Context: an optimization exercise on an open-source flow, tuned for a short achievable clock period and few clock cycles. The choices shown serve that exercise and are no tape-out recipe.
Only simulation tests tie the RTL to the original design; equivalence was not proved.
Power figures rest on the tool's default switching activity, not on a simulated workload.

--- flow/design.v ---
`default_nettype none
`default_nettype wire
`default_nettype none
package lc4_isa_pkg;
   typedef enum logic [3:0] {
      OP_BR    = 4'b0000,
      OP_ARITH = 4'b0001,
      OP_AND   = 4'b0101,
      OP_LDR   = 4'b0110,
      OP_STR   = 4'b0111,
      OP_CONST = 4'b1001
   } opcode_e;
   localparam logic [2:0] SUBOP_ADD = 3'b000;
   localparam logic [2:0] SUBOP_SUB = 3'b010;
   localparam logic [2:0] SUBOP_AND = 3'b000;
   typedef struct packed {
      logic n;
      logic z;
      logic p;
   } nzp_t;
   typedef struct packed {
      opcode_e    opcode;
      logic [2:0] rd;
      logic [2:0] rs;
      logic [2:0] subop;
      logic [2:0] rt;
   } r_form_t;
   typedef struct packed {
      opcode_e    opcode;
      logic [2:0] rd;       
      logic [2:0] rs;
      logic [5:0] imm6;     
   } i_form_t;
   typedef struct packed {
      opcode_e    opcode;
      nzp_t       nzp;      
      logic [8:0] imm9;
   } b_form_t;
   typedef union packed {
      r_form_t r_form;
      i_form_t i_form;
      b_form_t b_form;
   } insn_u;
endpackage
`default_nettype wire
`default_nettype none
package lc4_pipe_pkg;
   localparam int RSEL_W = $clog2(8);
   typedef logic [RSEL_W-1:0] rsel_t;
   typedef enum logic [2:0] {
      ALU_ADD,
      ALU_SUB,
      ALU_AND,
      ALU_ADDI,
      ALU_CONST,
      ALU_MEMADDR,       
      ALU_BRTARGET       
   } alu_op_e;
   typedef struct packed {
      rsel_t   rs_sel;
      logic    rs_re;
      rsel_t   rt_sel;
      logic    rt_re;
      rsel_t   wsel;
      logic    regfile_we;
      logic    nzp_we;
      logic    is_load;
      logic    is_store;
      logic    is_branch;
      alu_op_e alu_op;
   } ctrl_t;
   typedef logic [1:0] stall_t;
endpackage
`default_nettype wire
`default_nettype none
module lc4_decoder (
   input  lc4_isa_pkg::insn_u i_insn,
   output lc4_pipe_pkg::ctrl_t o_ctrl
);
   always_comb begin
      o_ctrl = '0;    
      case (i_insn.r_form.opcode)
         lc4_isa_pkg::OP_BR: begin
            o_ctrl.is_branch = |i_insn.b_form.nzp;    
            o_ctrl.alu_op    = lc4_pipe_pkg::ALU_BRTARGET;
         end
         lc4_isa_pkg::OP_ARITH: begin
            if (i_insn.i_form.imm6[5]) begin
               o_ctrl.rs_sel     = i_insn.i_form.rs;
               o_ctrl.rs_re      = 1'b1;
               o_ctrl.wsel       = i_insn.i_form.rd;
               o_ctrl.regfile_we = 1'b1;
               o_ctrl.nzp_we     = 1'b1;
               o_ctrl.alu_op     = lc4_pipe_pkg::ALU_ADDI;
            end else if (i_insn.r_form.subop == lc4_isa_pkg::SUBOP_ADD ||
                         i_insn.r_form.subop == lc4_isa_pkg::SUBOP_SUB) begin
               o_ctrl.rs_sel     = i_insn.r_form.rs;
               o_ctrl.rs_re      = 1'b1;
               o_ctrl.rt_sel     = i_insn.r_form.rt;
               o_ctrl.rt_re      = 1'b1;
               o_ctrl.wsel       = i_insn.r_form.rd;
               o_ctrl.regfile_we = 1'b1;
               o_ctrl.nzp_we     = 1'b1;
               o_ctrl.alu_op     = (i_insn.r_form.subop == lc4_isa_pkg::SUBOP_SUB) ? lc4_pipe_pkg::ALU_SUB : lc4_pipe_pkg::ALU_ADD;
            end
         end
         lc4_isa_pkg::OP_AND: begin
            if (i_insn.r_form.subop == lc4_isa_pkg::SUBOP_AND) begin
               o_ctrl.rs_sel     = i_insn.r_form.rs;
               o_ctrl.rs_re      = 1'b1;
               o_ctrl.rt_sel     = i_insn.r_form.rt;
               o_ctrl.rt_re      = 1'b1;
               o_ctrl.wsel       = i_insn.r_form.rd;
               o_ctrl.regfile_we = 1'b1;
               o_ctrl.nzp_we     = 1'b1;
               o_ctrl.alu_op     = lc4_pipe_pkg::ALU_AND;
            end
         end
         lc4_isa_pkg::OP_LDR: begin
            o_ctrl.rs_sel     = i_insn.i_form.rs;
            o_ctrl.rs_re      = 1'b1;
            o_ctrl.wsel       = i_insn.i_form.rd;
            o_ctrl.regfile_we = 1'b1;    
            o_ctrl.is_load    = 1'b1;
            o_ctrl.alu_op     = lc4_pipe_pkg::ALU_MEMADDR;
         end
         lc4_isa_pkg::OP_STR: begin
            o_ctrl.rs_sel   = i_insn.i_form.rs;
            o_ctrl.rs_re    = 1'b1;
            o_ctrl.rt_sel   = i_insn.i_form.rd;    
            o_ctrl.rt_re    = 1'b1;
            o_ctrl.is_store = 1'b1;
            o_ctrl.alu_op   = lc4_pipe_pkg::ALU_MEMADDR;
         end
         lc4_isa_pkg::OP_CONST: begin
            o_ctrl.wsel       = i_insn.i_form.rd;
            o_ctrl.regfile_we = 1'b1;
            o_ctrl.nzp_we     = 1'b1;
            o_ctrl.alu_op     = lc4_pipe_pkg::ALU_CONST;
         end
         default: begin
            o_ctrl = '0;
         end
      endcase
   end
endmodule
`default_nettype wire
`default_nettype none
module lc4_alu (
   input  lc4_isa_pkg::insn_u                  i_insn,
   input  logic [16-1:0] i_pc,
   input  logic [16-1:0] i_rs_data,
   input  logic [16-1:0] i_rt_data,
   input  lc4_pipe_pkg::alu_op_e                i_op,
   output logic [16-1:0] o_result
);
   localparam int W = 16;
   logic [W-1:0] imm5_sx;
   logic [W-1:0] imm6_sx;
   logic [W-1:0] imm9_sx;
   assign imm5_sx = W'(signed'(i_insn.i_form.imm6[4:0]));
   assign imm6_sx = W'(signed'(i_insn.i_form.imm6));
   assign imm9_sx = W'(signed'(i_insn.b_form.imm9));
   always_comb begin
      case (i_op)
         lc4_pipe_pkg::ALU_ADD:      o_result = i_rs_data + i_rt_data;
         lc4_pipe_pkg::ALU_SUB:      o_result = i_rs_data - i_rt_data;
         lc4_pipe_pkg::ALU_AND:      o_result = i_rs_data & i_rt_data;
         lc4_pipe_pkg::ALU_ADDI:     o_result = i_rs_data + imm5_sx;
         lc4_pipe_pkg::ALU_CONST:    o_result = imm9_sx;
         lc4_pipe_pkg::ALU_MEMADDR:  o_result = i_rs_data + imm6_sx;
         lc4_pipe_pkg::ALU_BRTARGET: o_result = i_pc + W'(1) + imm9_sx;
         default:      o_result = i_rs_data + i_rt_data;
      endcase
   end
endmodule
`default_nettype wire
`default_nettype none
module lc4_regfile (
   input  logic                   gwe,
   input  logic                   i_rst_n,
   input  lc4_pipe_pkg::rsel_t                  i_rs_sel,
   input  lc4_pipe_pkg::rsel_t                  i_rt_sel,
   output logic [16-1:0] o_rs_data,
   output logic [16-1:0] o_rt_data,
   input  logic                   i_wb_we,
   input  lc4_pipe_pkg::rsel_t                  i_wb_wsel,
   input  logic [16-1:0] i_wb_data
);
   logic [16-1:0] regs [8];
   always_ff @(posedge gwe) begin
      if (!i_rst_n) begin
         for (int i = 0; i < 8; i++) begin
            regs[i] <= '0;
         end
      end else if (i_wb_we) begin
         regs[i_wb_wsel] <= i_wb_data;
      end
   end
   assign o_rs_data = (i_wb_we && i_wb_wsel == i_rs_sel) ? i_wb_data : regs[i_rs_sel];
   assign o_rt_data = (i_wb_we && i_wb_wsel == i_rt_sel) ? i_wb_data : regs[i_rt_sel];
endmodule
`default_nettype wire
`default_nettype none
module lc4_hazard_unit (
   input  lc4_pipe_pkg::ctrl_t                  i_d_ctrl,
   input  lc4_pipe_pkg::ctrl_t                  i_x_ctrl,
   input  lc4_pipe_pkg::ctrl_t                  i_m_ctrl,
   input  logic [16-1:0] i_m_result,
   input  logic [16-1:0] i_x_rs_data,
   input  logic [16-1:0] i_x_rt_data,
   input  logic [16-1:0] i_m_store_data,
   input  logic                   i_wb_we,
   input  lc4_pipe_pkg::rsel_t                  i_wb_wsel,
   input  logic [16-1:0] i_wb_data,
   input  logic                   i_wb_load,
   output logic                   o_load_stall,
   output logic [16-1:0] o_x_rs_fwd,
   output logic [16-1:0] o_x_rt_fwd,
   output logic [16-1:0] o_m_store_data
);
   logic m_fwd_ok;    
   assign m_fwd_ok = i_m_ctrl.regfile_we && !i_m_ctrl.is_load;
   assign o_load_stall = i_x_ctrl.is_load && i_x_ctrl.regfile_we &&
      ((i_d_ctrl.rs_re && i_d_ctrl.rs_sel == i_x_ctrl.wsel) ||
       (i_d_ctrl.rt_re && !i_d_ctrl.is_store && i_d_ctrl.rt_sel == i_x_ctrl.wsel));
   always_comb begin
      if (m_fwd_ok && i_m_ctrl.wsel == i_x_ctrl.rs_sel) begin
         o_x_rs_fwd = i_m_result;
      end else if (i_wb_we && i_wb_wsel == i_x_ctrl.rs_sel) begin
         o_x_rs_fwd = i_wb_data;
      end else begin
         o_x_rs_fwd = i_x_rs_data;
      end
   end
   always_comb begin
      if (m_fwd_ok && i_m_ctrl.wsel == i_x_ctrl.rt_sel) begin
         o_x_rt_fwd = i_m_result;
      end else if (i_wb_we && i_wb_wsel == i_x_ctrl.rt_sel) begin
         o_x_rt_fwd = i_wb_data;
      end else begin
         o_x_rt_fwd = i_x_rt_data;
      end
   end
   assign o_m_store_data = (i_wb_we && i_wb_load && i_m_ctrl.is_store &&
                            i_wb_wsel == i_m_ctrl.rt_sel) ? i_wb_data : i_m_store_data;
endmodule
`default_nettype wire
`default_nettype none
module lc4_branch_unit (
   input  logic                   gwe,
   input  logic                   i_rst_n,
   input  lc4_pipe_pkg::ctrl_t                  i_x_ctrl,
   input  lc4_isa_pkg::insn_u                  i_x_insn,
   input  logic [16-1:0] i_x_result,
   output logic                   o_taken
);
   logic res_neg;
   logic res_zero;
   lc4_isa_pkg::nzp_t nzp_new;
   lc4_isa_pkg::nzp_t nzp_q;
   assign res_neg  = i_x_result[16-1];
   assign res_zero = (i_x_result == '0);
   assign nzp_new  = {res_neg, res_zero, !res_neg && !res_zero};    
   always_ff @(posedge gwe) begin
      if (!i_rst_n) begin
         nzp_q <= '0;
      end else if (i_x_ctrl.nzp_we) begin
         nzp_q <= nzp_new;
      end
   end
   assign o_taken = i_x_ctrl.is_branch && (|(i_x_insn.b_form.nzp & nzp_q));
endmodule
`default_nettype wire
`default_nettype none
module lc4_core (
   input  logic                   gwe,
   input  logic                   i_rst_n,
   output logic [16-1:0] o_imem_addr,
   input  logic [16-1:0] i_imem_data,
   output logic [16-1:0] o_dmem_addr,
   output logic                   o_dmem_we,
   output logic [16-1:0] o_dmem_wdata,
   input  logic [16-1:0] i_dmem_rdata,
   output logic                   o_wb_valid,
   output logic [16-1:0] o_wb_pc,
   output logic [16-1:0] o_wb_insn,
   output logic                   o_wb_we,
   output lc4_pipe_pkg::rsel_t                  o_wb_wsel,
   output logic [16-1:0] o_wb_data,
   output lc4_pipe_pkg::stall_t                 o_wb_stall
);
   localparam int W = 16;
   logic [W-1:0] pc_q;
   logic         load_stall;
   logic         taken;
   logic [W-1:0] d_pc;
   lc4_isa_pkg::insn_u        d_insn;
   logic         d_valid;
   lc4_pipe_pkg::stall_t       d_stall;
   lc4_pipe_pkg::ctrl_t        d_ctrl;
   logic [W-1:0] d_rs_data, d_rt_data;
   logic [W-1:0] x_pc;
   lc4_isa_pkg::insn_u        x_insn;
   logic         x_valid;
   lc4_pipe_pkg::stall_t       x_stall;
   lc4_pipe_pkg::ctrl_t        x_ctrl;
   logic [W-1:0] x_rs_data, x_rt_data;
   logic [W-1:0] x_rs_fwd, x_rt_fwd;
   logic [W-1:0] x_result;
   logic [W-1:0] m_pc;
   logic [W-1:0] m_insn;
   logic         m_valid;
   lc4_pipe_pkg::stall_t       m_stall;
   lc4_pipe_pkg::ctrl_t        m_ctrl;
   logic [W-1:0] m_result;
   logic [W-1:0] m_store_data;
   logic [W-1:0] w_pc;
   logic [W-1:0] w_insn;
   logic         w_valid;
   lc4_pipe_pkg::stall_t       w_stall;
   lc4_pipe_pkg::ctrl_t        w_ctrl;
   logic [W-1:0] w_result;
   logic [W-1:0] w_load_data;
   logic         wb_we;
   lc4_pipe_pkg::rsel_t        wb_wsel;
   logic [W-1:0] wb_data;
   logic         wb_load;
   always_ff @(posedge gwe) begin
      if (!i_rst_n) begin
         pc_q <= 16'h8200;
      end else if (taken) begin
         pc_q <= x_result;    
      end else if (!load_stall) begin
         pc_q <= pc_q + W'(1);
      end
   end
   assign o_imem_addr = pc_q;
   always_ff @(posedge gwe) begin
      if (!i_rst_n) begin
         d_insn  <= '0;
         d_valid <= 1'b0;
         d_stall <= 2'd0;
      end else if (taken) begin
         d_insn  <= '0;       
         d_valid <= 1'b1;
         d_stall <= 2'd2;
      end else if (!load_stall) begin
         d_insn  <= i_imem_data;
         d_valid <= 1'b1;
         d_stall <= 2'd0;
      end
   end
   always_ff @(posedge gwe) begin
      if (!load_stall) begin
         d_pc <= pc_q;
      end
   end
   lc4_decoder u_decoder (.i_insn(d_insn), .o_ctrl(d_ctrl));
   lc4_regfile u_regfile (
      .gwe       (gwe),
      .i_rst_n   (i_rst_n),
      .i_rs_sel  (d_ctrl.rs_sel),
      .i_rt_sel  (d_ctrl.rt_sel),
      .o_rs_data (d_rs_data),
      .o_rt_data (d_rt_data),
      .i_wb_we   (wb_we),
      .i_wb_wsel (wb_wsel),
      .i_wb_data (wb_data)
   );
   always_ff @(posedge gwe) begin
      if (!i_rst_n) begin
         x_insn  <= '0;
         x_ctrl  <= '0;
         x_valid <= 1'b0;
         x_stall <= 2'd0;
      end else begin
         x_valid <= d_valid;
         if (taken || load_stall) begin
            x_insn  <= '0;
            x_ctrl  <= '0;
            x_stall <= taken ? 2'd2 : 2'd3;
         end else begin
            x_insn  <= d_insn;
            x_ctrl  <= d_ctrl;
            x_stall <= d_stall;
         end
      end
   end
   always_ff @(posedge gwe) begin
      x_pc      <= d_pc;
      x_rs_data <= d_rs_data;
      x_rt_data <= d_rt_data;
   end
   lc4_hazard_unit u_hazard (
      .i_d_ctrl       (d_ctrl),
      .i_x_ctrl       (x_ctrl),
      .i_m_ctrl       (m_ctrl),
      .i_m_result     (m_result),
      .i_x_rs_data    (x_rs_data),
      .i_x_rt_data    (x_rt_data),
      .i_m_store_data (m_store_data),
      .i_wb_we        (wb_we),
      .i_wb_wsel      (wb_wsel),
      .i_wb_data      (wb_data),
      .i_wb_load      (wb_load),
      .o_load_stall   (load_stall),
      .o_x_rs_fwd     (x_rs_fwd),
      .o_x_rt_fwd     (x_rt_fwd),
      .o_m_store_data (o_dmem_wdata)
   );
   lc4_alu u_alu (
      .i_insn    (x_insn),
      .i_pc      (x_pc),
      .i_rs_data (x_rs_fwd),
      .i_rt_data (x_rt_fwd),
      .i_op      (x_ctrl.alu_op),
      .o_result  (x_result)
   );
   lc4_branch_unit u_branch (
      .gwe        (gwe),
      .i_rst_n    (i_rst_n),
      .i_x_ctrl   (x_ctrl),
      .i_x_insn   (x_insn),
      .i_x_result (x_result),
      .o_taken    (taken)
   );
   always_ff @(posedge gwe) begin
      if (!i_rst_n) begin
         m_insn  <= '0;
         m_ctrl  <= '0;
         m_valid <= 1'b0;
         m_stall <= 2'd0;
         w_insn  <= '0;
         w_ctrl  <= '0;
         w_valid <= 1'b0;
         w_stall <= 2'd0;
      end else begin
         m_insn  <= x_insn;
         m_ctrl  <= x_ctrl;
         m_valid <= x_valid;
         m_stall <= x_stall;
         w_insn  <= m_insn;
         w_ctrl  <= m_ctrl;
         w_valid <= m_valid;
         w_stall <= m_stall;
      end
   end
   always_ff @(posedge gwe) begin
      m_pc         <= x_pc;
      m_result     <= x_result;
      m_store_data <= x_rt_fwd;    
      w_pc         <= m_pc;
      w_result     <= m_result;
      w_load_data  <= i_dmem_rdata;
   end
   assign o_dmem_addr = m_result;
   assign o_dmem_we   = m_ctrl.is_store;
   assign wb_we   = w_ctrl.regfile_we;
   assign wb_wsel = w_ctrl.wsel;
   assign wb_data = w_ctrl.is_load ? w_load_data : w_result;
   assign wb_load = w_ctrl.is_load;
   assign o_wb_valid = w_valid;
   assign o_wb_pc    = w_pc;
   assign o_wb_insn  = w_insn;
   assign o_wb_we    = wb_we;
   assign o_wb_wsel  = wb_wsel;
   assign o_wb_data  = wb_data;
   assign o_wb_stall = w_stall;
endmodule
`default_nettype wire
--- flow/run.sh ---
#!/bin/bash
# synth_recipe.tcl (not shown) runs the flow's synth.tcl, then flattens the netlist and writes it again
# the make line also repeats each setting of config.mk as NAME=value (left out here)
make -C /OpenROAD-flow-scripts/flow DESIGN_CONFIG=/design/flow/config.mk WORK_HOME=/design/flow/orfs CLKGATE_MAP_FILE= SYNTH_SCRIPT=/design/flow/synth_recipe.tcl finish
--- flow/config.mk ---
export PLATFORM = sky130hd
export DESIGN_NAME = lc4_core
export DESIGN_NICKNAME = lc4_core
export VERILOG_FILES = /design/flow/design.v
export SDC_FILE = /design/flow/constraint.sdc
export NUM_CORES = 4
export LEC_CHECK = 0
export CAP_MARGIN = 20
export CORE_MARGIN = 2
export CORE_UTILIZATION = 40
export PLACE_DENSITY = 0.6
export SETUP_SLACK_MARGIN = 0.15
export SLEW_MARGIN = 20
--- flow/constraint.sdc ---
create_clock -name core_clock -period 5.3 [get_ports {gwe}]
set_input_delay 1.0600 -clock core_clock [delete_from_list [all_inputs] [get_ports {gwe}]]
set_output_delay 1.0600 -clock core_clock [all_outputs]
set_load 0.01 [all_outputs]
==> key figures <==
Outcome
  – Status: no timing/DRC/antenna violations

Clock network
  – Clock Sinks: 413
  – Clk root buf: clkbuf_16
  – Setup Buffers After CTS: 0
  – Hold-fix buffers at CTS: 0
  – CTS tree: built
  – CTS Buffer Depth: 3
  – Worst-Skew Late Latency: 0.59 ns
  – CTS buffer count: 46
  – Worst-path clk slew: roughly 0.07 ns
  – CTS HTree Levels: 2

Floorplan
  – Core area: 47,550 µm²
  – Ports: 138
  – Rows: 80
  – Initial core utilization: about two fifths
  – Chip width: roughly 220 µm
  – Die area: around 50,000 µm²
  – Chip Height: ~220 µm

Synthesis
  – Synth Instances: between 2,000 and 2,500
  – Mapped Nets: 2,100
  – FF+latch count, synth: 413
  – Largest cells by area after synthesis: dfxtp_1, edfxtp_1, nor2_1
  – Average size of a mapped cell: 9.425 µm²
  – Sequential area share after synthesis: 50.70%
  – Commonest cells post-synth: dfxtp_1, nor2_1, nand2_1
  – Synth warn: 6
  – Dominant cell type by area after synthesis: dfxtp_1
  – Post-synth top area share: approximately 28%
  – Library cells used by synthesis: 76
  – Top-count cell post-synth: dfxtp_1
  – Post-synth EDFFs: roughly 140
  – Cell area after synthesis: between 15,000 and 20,000 µm²
  – Main flop type after synthesis: dfxtp_1
  – Ys async rst share: 0%

Global route
  – Vias in the first global route: 15,510
  – Largest net degree at the start of global routing: 71
  – Initial antenna violation count: 0
  – Total grt overflow: 0
  – Tot GR Track Use: 24.71%
  – First-pass GRT wire length: 94,390 µm

Power and ir drop
  – PwrDens: 377.2 nW/µm²
  – Combinational power share: 19.6%
  – Pleak: 8.864 nW
  – Register share of total power: 42.9%
  – Switch share: 30.25%
  – Internal cell power: 6.024 mW
  – Max VDD drop: 0.0002253 V
  – Psw: 2.612 mW
  – Clk pwr share: 37.5%
  – Power, Total: 8.637 mW

Worst setup path
  – Worst-path fanout max: 7
  – Worst Path Buf+Inv: 0
  – CP max-delay cell: or3_4
  – Crit-path most repeated cell: a21oi_1
  – Critical path data required time: 5.78 ns
  – Crit-path cells: xnor2_4, and4_2, a211oi_1, nor2_1, ha_2, nand4_1, or3_4, or3_4, a21oi_1, o22ai_1, a22o_1, ha_1, o21a_1, nor2_1, nor3_1, a21oi_1, nor2_1, a21oi_1, nand3_1, a21oi_1, a311oi_1, a32o_1
  – CP Capture Type: register
  – CP max stage delay: 0.43 ns
  – R2r worst-path depth: 22
  – Levels on crit path: 22
  – Worst setup SP type: register
  – Worst EP arrival: 5.49 ns
  – Cell family with most CP delay: simple AND/OR/NAND/NOR gates
  – Crit Path Category: register to register

Layout
  – FF/Latch Area: 9711 µm²
  – Fillers: 4,406
  – Nets: 2,216
  – Design area: 22,900 µm²
  – Diode count: 0
  – P&R area growth vs syn: 19.57%
  – Layout Cells excl Fill: roughly 2,800
  – Layout cells sized above 1: 10.38%
  – Area of the multi-input gates: 8785 µm²

Timing
  – Final setup vio count: 0
  – Final clock skew: 0.01552 ns
  – Max-slew violations: 0
  – Min Tclk post-route: 5.012 ns
  – Worst relative slew slack: 37.65%
  – RSZ-0062 raised after global routing: false
  – Final worst path period share: 94.56%
  – Actual slew at the worst max-slew pin: 0.9329 ns
  – Hold_ws: 0.3246 ns
  – Final hold viol count: 0
  – Maximum clock rate: 199.5 MHz
  – Setup TNS: 0 ns

Hold path
  – Worst Hold Class: register to register
  – Hold path depth: 0

Routing
  – Drt pass-1 iters: 6
  – DR iter-0 viols: 1,485
  – Vias: 15,850
  – Drt total wl: 61,800 µm
  – DRC violations left: 0
  – Vias per inst: 5.657
  – Wire per inst: around 22 µm
  – ANT nets after route: 0

Placement
  – HPWL Detailed: 43,410 µm
  – PortBufs: 137
  – Inst Count DP: 2,714
  – Final GP Congestion: a little over 0.9
  – Placed Instance Area: 21,280 µm²

Flow run
  – Max-cap viol count: 0
-- power by group through the flow --
stage                     Combinational, mW  Sequential [mW]  Clock [mW]
after floorplan                       0.865             3.69           0
after global placement                 1.65             3.77           0
after detailed placement               1.66             3.76           0
after CTS                              1.67             3.70        3.30
after global routing                   1.81             3.72        3.43
final                                  1.69             3.70        3.24
-- flip-flops by register name, indices dropped and copies added (netlist names), 2 cells and up --
signal / flops
x_stall: 2
x_rt_data: 16
x_rs_data: 16
w_stall: 2
m_stall: 2
x_insn: 16
m_result: 16
d_pc: 16
m_pc: 16
w_insn: 16
w_ctrl: 5
m_insn: 16
x_ctrl: 17
m_ctrl: 9
w_load_data: 16
u_branch.nzp_q: 3
pc_q: 16
w_result: 16
m_store_data: 16
w_pc: 16
x_pc: 16
d_insn: 16
u_regfile.regs: 128
-- worst reg2reg max path: stages, from the launching register on --
cell and delay (ns):
dfxtp_1 0.38, xnor2_4 0.29, and4_2 0.38, a211oi_1 0.13, nor2_1 0.17, ha_2 0.27
nand4_1 0.19, or3_4 0.43, or3_4 0.39, a21oi_1 0.14, o22ai_1 0.10, a22o_1 0.20
ha_1 0.33, o21a_1 0.18, nor2_1 0.16, nor3_1 0.07, a21oi_1 0.12, nor2_1 0.07
a21oi_1 0.14, nand3_1 0.11, a21oi_1 0.25, a311oi_1 0.16, a32o_1 0.25
-- layer usage --
metal	up-vias	track usage [%]	share of wire [%]
met4	0	7.945	2.9
met2	589	42.06	48
met3	109	3.438	6.6
met5	-	0	0
met1	7679	32.42	42
li1	7469	-	-
-- timing repair --
item                                   in CTS  in global routing
gates resized for setup                     0                 15
endpoints found under the hold margin       0                  0
setup endpoints to repair                   0                  9
-- per-stage QoR --
| step | util (%) | setup slack, ns |
|---|---|---|
| global placement | 44.77 | 0.4047 |
| floorplan | - | 0.2558 |
| detailed placement | 44.77 | 0.2423 |
| finish | 48.16 | 0.2885 |
| CTS | 48.03 | 0.2113 |
| global route | 48.16 | 0.1231 |
-- layout make-up --
class / count / share of cell area [%]
inverters: 46 / 0.7541
well taps: 615 / 3.360
multi-input cells: 1433 / 38.36
flip-flops and latches: 413 / 42.41
clock buffers: 64 / 5.776
repair buffers: 208 / 8.327
clock inverters: 22 / 1.011
-- cells by family (layout without fill, tap and decap cells) --
kind of cell             after synthesis  count (layout)  synth area share, %
flip-flops                           413             413                50.70
AO/OA/AOI/OAI                        474             474                16.18
buffers and inverters                186             340                3.835
AND/OR/NAND/NOR                      773             773                18.82
XOR/XNOR                              59              59                2.992
adder cells (fa/ha/maj)               34              34                2.300
multiplexers                          93              93                5.181
-- path summary, 6_finish.rpt --
check / from / to / slack [ns]
worst max-delay path: x_ctrl[14] / u_branch.nzp_q[0] / 0.29
worst max register to register: x_ctrl[14] / u_branch.nzp_q[0] / 0.29
worst min register to register: m_pc[8] / w_pc[8] / 0.32
worst min-delay path: m_pc[8] / w_pc[8] / 0.32
-- cells in the final DEF, fill, tap and decap left out, types with 8 or more instances in the layout --
master             n
o221ai_1          22
a21oi_1          129
ha_1              31
dfxtp_1          268
nor2_1           252
clkbuf_8           8
nand4_1           11
a211oi_1          48
nor2b_1           23
or2_2             10
edfxtp_1         144
mux2i_1           53
a311oi_1          18
clkinv_2           8
nand2_1          238
nand2b_1           9
nand3_1           31
xor2_1            24
inv_1             45
a31oi_1           38
mux2_2            35
a22o_1            19
and2_1            92
o21a_1             8
buf_4             70
o21ai_0           87
o21ai_1            8
nor3_1            25
clkdlybuf4s50_1  136
and3_1            42
xnor2_1           32
a21o_1            13
or3_1              9
a41oi_1           11
clkbuf_16         47
o22a_1             9
Testbench counts, summed over its fixed seeds: cycles 9,725.

separate check: timing with driven ports:
Ports are ideal in the flow. The routed layout listed here was re-timed in OpenROAD. Step 1: set_driving_cell puts a clkbuf_16 on gwe and a buf_2 on each other input, an assumption about the parent block. Step 2 adds t to the input delays and takes it off the output delays; t is the mean of the earliest and latest rising clock arrival at the registers after step 1. Input paths then give back, and output paths get back, about the clock's delay inside the block. Three values: ideal, step 1, step 2; two values: the first two.
t, ns: 0.643
setup WS [ns]: 0.288 / 0.288 / 0.288
hold slack, ns: 0.325 / 0.325 / 0.325
latest minus earliest clock arrival (ns): 0.017 / 0.018
cell pins on the clock port's net: 1
After both steps setup and hold are still met in this run. The setup slack of this run moves by 0.000 ns with the drivers and by 0.000 ns with both steps.
